Context: an optimization exercise on an open-source flow, tuned for small area, a short achievable clock period and few clock cycles per item. The choices shown serve that exercise and are no tape-out recipe.
In this exercise RTL edits were held to simulation tests only and were not proved equivalent to the original.

==> inputs of build 50 <==
// rational_add_mul_reduce
module rational_add_mul_reduce (
  input  logic               clk_i,
  input  logic               rst_ni,
  input  logic               in_valid_i,
  output logic               in_stall_o,
  input  logic signed [15:0] first_num_i,
  input  logic signed [15:0] first_den_i,
  input  logic signed [15:0] second_num_i,
  input  logic signed [15:0] second_den_i,
  output logic               out_valid_o,
  input  logic               out_stall_i,
  output logic signed [15:0] reduced_num_o,
  output logic signed [15:0] reduced_den_o,
  output logic signed [31:0] sum_num_o,
  output logic signed [30:0] sum_den_o,
  output logic signed [30:0] prod_num_o,
  output logic signed [30:0] prod_den_o,
  output logic               reduce_undefined_o,
  output logic               sum_undefined_o,
  output logic               prod_undefined_o
);
  logic [ramr_pkg::NST-1:0] st_q, st_d;
  ramr_pkg::gcd_e gi_q, gi_d;
  logic [31:0] a_q, a_d, b_q, b_d;
  logic [31:0] sa_q, sa_d, sb_q, sb_d;
  logic [32:0] ta_q, ta_d, tb_q, tb_d;
  ...
clock: 11.0 ns
lec_check: 0
cap_margin: 20
core_margin: 2
core_utilization: 50
slew_margin: 20
run.sh (not shown) runs the stock make flow with config.mk's settings and CLKGATE_MAP_FILE= SYNTH_SCRIPT=/design/flow/synth_recipe.tcl, a recipe that flattens the netlist after the stock synthesis.
==> inputs of build 18, as changes to build 50 <==
--- a/flow/design.v
+++ b/flow/design.v
@@ -84,26 +84,30 @@
   assign s_fin  = st_q[ramr_pkg::FIN];
   assign s_mul  = st_q[ramr_pkg::MUL];
   assign s_t1   = st_q[ramr_pkg::T1];
   assign s_c1   = st_q[ramr_pkg::C1];
   assign s_c2   = st_q[ramr_pkg::C2];
   assign s_c3   = st_q[ramr_pkg::C3];
   assign s_out  = st_q[ramr_pkg::OUT];
-  logic bc_q, bc_d, m_neg, m_two, m_add;
-  assign m_add = s_mul & ((b_q[1:0] != 2'b00) | bc_q) & ~(b_q[1] & b_q[0] & bc_q);
-  assign m_neg = b_q[1] & ~(b_q[0] & bc_q);
-  assign m_two = ((b_q[1:0] == 2'b01) & bc_q) | ((b_q[1:0] == 2'b10) & ~bc_q);
-  assign sub_s  = s_c2 ? sb_q[31] : (subs_q ^ (s_mul & m_neg));
-  assign sub_t  = s_c2 ? tb_q[32] : (subt_q ^ (s_mul & m_neg));
-  assign gate_a = st_q[ramr_pkg::FIN] | st_q[ramr_pkg::C2];
-  assign gate_b = st_q[ramr_pkg::FIN] & az_q;
+  logic bc_q, bc_d, m_add, m_sh1, m_bc;
+  logic [1:0] m_n4;
+  assign m_n4  = b_q[1:0] + {1'b0, bc_q};
+  assign m_add = s_mul & m_n4[0];
+  assign m_sh1 = (m_n4 == 2'd2);
+  assign m_bc  = (m_n4 == 2'd3) | ((m_n4 == 2'd0) & b_q[1] & b_q[0] & bc_q) |
+                 ((m_n4 == 2'd2) & b_q[0] & bc_q);
+  logic ga_q, xs_q, xt_q;
+  assign sub_s = xs_q;
+  assign sub_t = xt_q;
+  assign gate_a = ga_q;
+  assign gate_b = 1'b0;
   assign sa_op = gate_a ? '0 : sa_q;
   assign ta_op = gate_a ? '0 : ta_q;
-  assign sb_op = gate_b ? '0 : (s_mul & m_two) ? {sb_q[30:0], 1'b0} : sb_q;
-  assign tb_op = gate_b ? '0 : (s_mul & m_two) ? {tb_q[31:0], 1'b0} : tb_q;
+  assign sb_op = gate_b ? '0 : sb_q;
+  assign tb_op = gate_b ? '0 : tb_q;
   assign ss = sa_op + (sb_op ^ {32{sub_s}}) + {31'd0, sub_s};
   assign tt = ta_op + (tb_op ^ {33{sub_t}}) + {32'd0, sub_t};
   logic f_g1, f_gp, f_gs;
   assign f_g1 = s_fin & (gi_q == ramr_pkg::G_FIRST);
   assign f_gp = s_fin & (gi_q == ramr_pkg::G_PROD);
   assign f_gs = s_fin & (gi_q == ramr_pkg::G_SUM);
   logic e_end, e_up, e_up2, e_act, e_dn, e_sw, e_add;
@@ -113,52 +117,54 @@
   assign e_act = s_euc & ~(up_q & (bz | ge2));   
   assign e_dn  = e_act & ~jz_q;
   assign e_sw  = e_act & jz_q;
   assign e_add = e_dn & ge;
   logic r_zero;
   assign r_zero = ge ? (a_q == b_q) : (a_q == '0);
   logic ld_init;    
+  logic init_nz;    
   assign ld_init = s_abs | s_c3 | f_gp;
+  assign init_nz = s_abs ? (rn_q != '0) : s_c3 ? (sa_q != '0) : (pn_q != '0);
   logic a_d1, a_b, a_abs, a_sa, a_pn;
   assign a_d1  = e_add;
   assign a_b   = e_sw | s_c1;
   assign a_abs = s_abs | f_g1;
   assign a_sa  = s_t1 | s_c3;
   assign a_pn  = f_gp;
   logic b_shl2, b_shl, b_shr, b_d1, b_a, b_abs, b_pd;
   assign b_shl2 = e_up2;
   assign b_shl = e_up;
-  assign b_shr = e_dn;
+  assign b_shr = e_dn | (s_mul & m_sh1);
   logic b_shr2;
-  assign b_shr2 = s_mul;
+  assign b_shr2 = s_mul & ~m_sh1;
   assign b_d1  = (e_sw & ge) | (s_c2 & b_q[31]);
   assign b_a   = (e_sw & ~ge) | s_t1 | s_c1;
   assign b_abs = s_abs | f_g1;
   assign b_pd  = f_gp;
   logic sa_ss, sa_sb, sa_one, sa_zero;
   assign sa_ss   = e_add | m_add | s_c2 | f_gs;
-  assign sa_sb   = e_sw | s_c1;
+  assign sa_sb   = e_sw;
   assign sa_one  = ld_init;
-  assign sa_zero = f_g1 | s_t1;
+  assign sa_zero = f_g1 | s_t1 | s_c1;
   logic sb_shl2, sb_shl, sb_shr, sb_ss, sb_sa, sb_zero, sb_bd, sb_bn;
-  assign sb_shl2 = e_up2 | s_mul;
-  assign sb_shl  = e_up;
+  assign sb_shl2 = e_up2 | (s_mul & ~m_sh1);
+  assign sb_shl  = e_up | (s_mul & m_sh1);
   assign sb_shr  = e_dn;
   assign sb_ss   = e_sw & ge;
   assign sb_sa   = (e_sw & ~ge) | s_c1;
   assign sb_zero = ld_init;
   assign sb_bd   = f_g1;
   assign sb_bn   = s_t1;
   logic ta_tt, ta_tb, ta_zero;
   assign ta_tt   = e_add | m_add | f_gs;
-  assign ta_tb   = e_sw | s_c1;
-  assign ta_zero = ld_init | f_g1;
+  assign ta_tb   = e_sw;
+  assign ta_zero = ld_init | f_g1 | s_c1;
   logic tb_shl2, tb_shl, tb_shr, tb_tt, tb_ta, tb_one, tb_bn, tb_bd;
-  assign tb_shl2 = e_up2 | s_mul;
-  assign tb_shl = e_up;
+  assign tb_shl2 = e_up2 | (s_mul & ~m_sh1);
+  assign tb_shl = e_up | (s_mul & m_sh1);
   assign tb_shr = e_dn;
   assign tb_tt  = e_sw & ge;
   assign tb_ta  = (e_sw & ~ge) | s_c1;
   assign tb_one = ld_init;
   assign tb_bn  = f_g1;
   assign tb_bd  = s_t1;
   logic [31:0] sext_bn, sext_bd;
@@ -200,15 +206,15 @@
     else if (ta_zero) ta_d = '0;
     tb_d = tb_q;
     if (tb_shl2) tb_d = {tb_q[30:0], 2'b0};
     else if (tb_shl) tb_d = {tb_q[31:0], 1'b0};
     else if (tb_shr)   tb_d = {1'b0, tb_q[32:1]};
     else if (tb_tt)    tb_d = tt;
     else if (tb_ta)    tb_d = ta_q;
-    else if (tb_one)   tb_d = 33'd1;
+    else if (tb_one)   tb_d = {32'd0, init_nz};
     else if (tb_bn)    tb_d = {sext_bn[31], sext_bn};
     else if (tb_bd)    tb_d = {sext_bd[31], sext_bd};
   end
   always_comb begin
     rn_d = rn_q; rd_d = rd_q; pn_d = pn_q; pd_d = pd_q;
     ru_d = ru_q; pu_d = pu_q; su_d = su_q;
     if (s_idle) begin
@@ -298,16 +304,16 @@
           gi_d = ramr_pkg::G_SUM;
           st_d[ramr_pkg::EUC] = 1'b1;
         end
         default: st_d[ramr_pkg::OUT] = 1'b1;
       endcase
     end
     if (s_mul) begin
-      bc_d = b_q[1];
-      if ((b_q[31:2] == '0) && !b_q[1]) begin
+      bc_d = m_bc;
+      if (((m_sh1 ? b_q[31:1] : {1'b0, b_q[31:2]}) == '0) && !m_bc) begin
         if (pass_q) st_d[ramr_pkg::C1] = 1'b1;
         else        st_d[ramr_pkg::T1] = 1'b1;
       end else begin
         st_d[ramr_pkg::MUL] = 1'b1;
       end
     end
     if (s_t1) begin
@@ -337,14 +343,42 @@
       jz_d = 1'b1;
       up_d = 1'b1;
       k_d  = 1'b0;
       subs_d = 1'b0;
       subt_d = 1'b0;
     end
   end
+  logic [1:0] nb, nn4;
+  logic       nbc, nsgn, n_neg;
+  always_comb begin
+    if (s_mul) begin
+      nb   = m_sh1 ? b_q[2:1] : b_q[3:2];
+      nbc  = m_bc;
+      nsgn = pass_q ? sx_q : sy_q;
+    end else if (s_t1) begin
+      nb   = a_q[1:0];
+      nbc  = 1'b0;
+      nsgn = sx_q;
+    end else begin
+      nb   = absy[1:0];
+      nbc  = 1'b0;
+      nsgn = sy_q;
+    end
+  end
+  assign nn4   = nb + {1'b0, nbc};
+  assign n_neg = (nn4 == 2'd3);
+  always_ff @(posedge clk_i) begin
+    ga_q  <= st_d[ramr_pkg::FIN];
+    xs_q  <= st_d[ramr_pkg::MUL] ? (nsgn ^ n_neg) :
+             st_d[ramr_pkg::C2]  ? sa_q[31] :
+             st_d[ramr_pkg::FIN] & subs_d;
+    xt_q  <= st_d[ramr_pkg::MUL] ? (nsgn ^ n_neg) :
+             st_d[ramr_pkg::C2]  ? ta_q[32] :
+             st_d[ramr_pkg::FIN] & subt_d;
+  end
   always_ff @(posedge clk_i or negedge rst_ni) begin
     if (!rst_ni) begin
       st_q <= ramr_pkg::NST'(1) << ramr_pkg::IDLE;
     end else begin
       st_q <= st_d;
     end
   end
==> flow/flow/run.sh (new file) <==
#!/bin/bash
set -euo pipefail
bash standard.sh SETUP_SLACK_MARGIN=7 \
  "BUFFER_PORTS_ARGS=-buffer_cell sky130_fd_sc_hd__buf_4" finish > make_finish.log 2>&1
==> flow/standard.sh (new file) <==
#!/bin/bash
# synth_recipe.tcl (not shown) runs the flow's synth.tcl, then flattens the netlist and writes it again
# the make line also repeats each setting of config.mk as NAME=value (left out here)
make -C /OpenROAD-flow-scripts/flow DESIGN_CONFIG=/design/flow/config.mk WORK_HOME=/design/flow/orfs CLKGATE_MAP_FILE= SYNTH_SCRIPT=/design/flow/synth_recipe.tcl "${@:-finish}"
- CORE_UTILIZATION: 50 -> 60
removed: flow/run.sh
==> inputs of trial 46, as changes to build 50 <==
--- a/flow/design.v
+++ b/flow/design.v
@@ -110,16 +110,14 @@
   assign e_end = s_euc & up_q & bz;
   assign e_up2 = s_euc & up_q & ~bz & ge4;
   assign e_up  = s_euc & up_q & ~bz & ge2 & ~ge4;
   assign e_act = s_euc & ~(up_q & (bz | ge2));   
   assign e_dn  = e_act & ~jz_q;
   assign e_sw  = e_act & jz_q;
   assign e_add = e_dn & ge;
-  logic r_zero;
-  assign r_zero = ge ? (a_q == b_q) : (a_q == '0);
   logic ld_init;    
   assign ld_init = s_abs | s_c3 | f_gp;
   logic a_d1, a_b, a_abs, a_sa, a_pn;
   assign a_d1  = e_add;
   assign a_b   = e_sw | s_c1;
   assign a_abs = s_abs | f_g1;
   assign a_sa  = s_t1 | s_c3;
@@ -255,18 +253,14 @@
       st_d[ramr_pkg::EUC] = 1'b1;
     end
     if (s_euc) begin
       if (e_end) begin
         subs_d = ~k_q & (sx_q ^ sy_q);
         subt_d =  k_q & (sx_q ^ sy_q);
         st_d[ramr_pkg::FIN] = 1'b1;
-      end else if (e_sw & r_zero) begin
-        subs_d =  k_q & (sx_q ^ sy_q);
-        subt_d = ~k_q & (sx_q ^ sy_q);
-        st_d[ramr_pkg::FIN] = 1'b1;
       end else begin
         st_d[ramr_pkg::EUC] = 1'b1;
       end
       if (e_up) begin
         j_d  = j_q + 5'd1;
         jz_d = 1'b0;
       end
@@ -352,15 +346,15 @@
     gi_q   <= gi_d;
     a_q    <= a_d;   b_q  <= b_d;
     sa_q   <= sa_d;  sb_q <= sb_d;
     ta_q   <= ta_d;  tb_q <= tb_d;
     j_q    <= j_d;   jz_q <= jz_d; up_q <= up_d; k_q <= k_d; pass_q <= pass_d;
     sx_q   <= sx_d;  sy_q <= sy_d; ssn_q <= ssn_d; ssd_q <= ssd_d;
     subs_q <= subs_d; subt_q <= subt_d; bc_q <= bc_d;
-    az_q   <= (a_q == '0) & ~e_sw;
+    az_q   <= (a_q == '0);
     rn_q   <= rn_d;  rd_q <= rd_d; pn_q <= pn_d; pd_q <= pd_d;
     ru_q   <= ru_d;  pu_q <= pu_d; su_q <= su_d;
   end
   assign in_stall_o         = ~s_idle;
   assign out_valid_o        = s_out;
   assign reduced_num_o      = rn_q;
   assign reduced_den_o      = rd_q;
- CORE_UTILIZATION: 50 -> 40
==> inputs of trial 92, as changes to build 50 <==
--- a/flow/design.v
+++ b/flow/design.v
@@ -110,16 +110,14 @@
   assign e_end = s_euc & up_q & bz;
   assign e_up2 = s_euc & up_q & ~bz & ge4;
   assign e_up  = s_euc & up_q & ~bz & ge2 & ~ge4;
   assign e_act = s_euc & ~(up_q & (bz | ge2));   
   assign e_dn  = e_act & ~jz_q;
   assign e_sw  = e_act & jz_q;
   assign e_add = e_dn & ge;
-  logic r_zero;
-  assign r_zero = ge ? (a_q == b_q) : (a_q == '0);
   logic ld_init;    
   assign ld_init = s_abs | s_c3 | f_gp;
   logic a_d1, a_b, a_abs, a_sa, a_pn;
   assign a_d1  = e_add;
   assign a_b   = e_sw | s_c1;
   assign a_abs = s_abs | f_g1;
   assign a_sa  = s_t1 | s_c3;
@@ -255,18 +253,14 @@
       st_d[ramr_pkg::EUC] = 1'b1;
     end
     if (s_euc) begin
       if (e_end) begin
         subs_d = ~k_q & (sx_q ^ sy_q);
         subt_d =  k_q & (sx_q ^ sy_q);
         st_d[ramr_pkg::FIN] = 1'b1;
-      end else if (e_sw & r_zero) begin
-        subs_d =  k_q & (sx_q ^ sy_q);
-        subt_d = ~k_q & (sx_q ^ sy_q);
-        st_d[ramr_pkg::FIN] = 1'b1;
       end else begin
         st_d[ramr_pkg::EUC] = 1'b1;
       end
       if (e_up) begin
         j_d  = j_q + 5'd1;
         jz_d = 1'b0;
       end
@@ -352,15 +346,15 @@
     gi_q   <= gi_d;
     a_q    <= a_d;   b_q  <= b_d;
     sa_q   <= sa_d;  sb_q <= sb_d;
     ta_q   <= ta_d;  tb_q <= tb_d;
     j_q    <= j_d;   jz_q <= jz_d; up_q <= up_d; k_q <= k_d; pass_q <= pass_d;
     sx_q   <= sx_d;  sy_q <= sy_d; ssn_q <= ssn_d; ssd_q <= ssd_d;
     subs_q <= subs_d; subt_q <= subt_d; bc_q <= bc_d;
-    az_q   <= (a_q == '0) & ~e_sw;
+    az_q   <= (a_q == '0);
     rn_q   <= rn_d;  rd_q <= rd_d; pn_q <= pn_d; pd_q <= pd_d;
     ru_q   <= ru_d;  pu_q <= pu_d; su_q <= su_d;
   end
   assign in_stall_o         = ~s_idle;
   assign out_valid_o        = s_out;
   assign reduced_num_o      = rn_q;
   assign reduced_den_o      = rd_q;
- CORE_UTILIZATION: 50 -> 65
==> run summary <==
Build 18 finished clean. Trial 92 completed without violations. Trial 46 ran to the end with no violations. Build 50 went through all stages and came out clean.
In build 50 the synthesized cell count is larger than in build 18, by about 2.3%.
Maximum frequency: build 18 > trial 46 > trial 92 > build 50.
Against build 50, the clock-buffer cell count of trial 92 is higher by 2.
In trial 92 the global-route usage is higher than in trial 46, by 17 points.
Clock skew: build 50 < trial 92 < build 18 < trial 46.
In build 18 the via count is larger than in build 50, by about 5%.
Testbench counts of build 50, summed over its fixed seeds: cycles 258,755, items 2,400.
Testbench counts of build 18, summed over its fixed seeds: cycles 262,350, items 2,400.
Testbench counts of trial 46, summed over its fixed seeds: cycles 265,925, items 2,400.
Testbench counts of trial 92, summed over its fixed seeds: cycles 265,925, items 2,400.

## separate check: timing with driven ports
In the flow no input, the clock included, has a driving cell. The finished layouts below were timed again as built, in two steps.
Step 1, drivers: a clkbuf_16 drives clk_i and a buf_2 each remaining input, both assumed.
Step 2 adds t to the input delays and takes it off the output delays; t is the mean of the earliest and latest rising clock arrival at the registers after step 1. Input paths then give back, and output paths get back, about the clock's delay inside the block.
a / b / c = ideal / step 1 / step 2; a / b = the first two.
| run | shift t [ns] | slack for setup (ns) | hold slack, ns | worst register clock-pin slew, ns | worst data-port slew with drivers (ns) |
|---|---|---|---|---|---|
| build 50 | 0.638 | 4.808 / 4.808 / 4.808 | 0.448 / 0.448 / 0.448 | 0.06 / 0.06 | 0.06 |
| build 18 | 0.645 | 6.972 / 6.972 / 6.972 | 0.468 / 0.468 / 0.468 | 0.07 / 0.07 | 0.07 |
| trial 46 | 0.644 | 5.156 / 5.156 / 5.156 | 0.466 / 0.466 / 0.466 | 0.07 / 0.07 | 0.09 |
| trial 92 | 0.627 | 5.099 / 5.099 / 5.099 | 0.465 / 0.465 / 0.465 | 0.07 / 0.07 | 0.07 |
After both steps setup and hold are still met in every run listed.
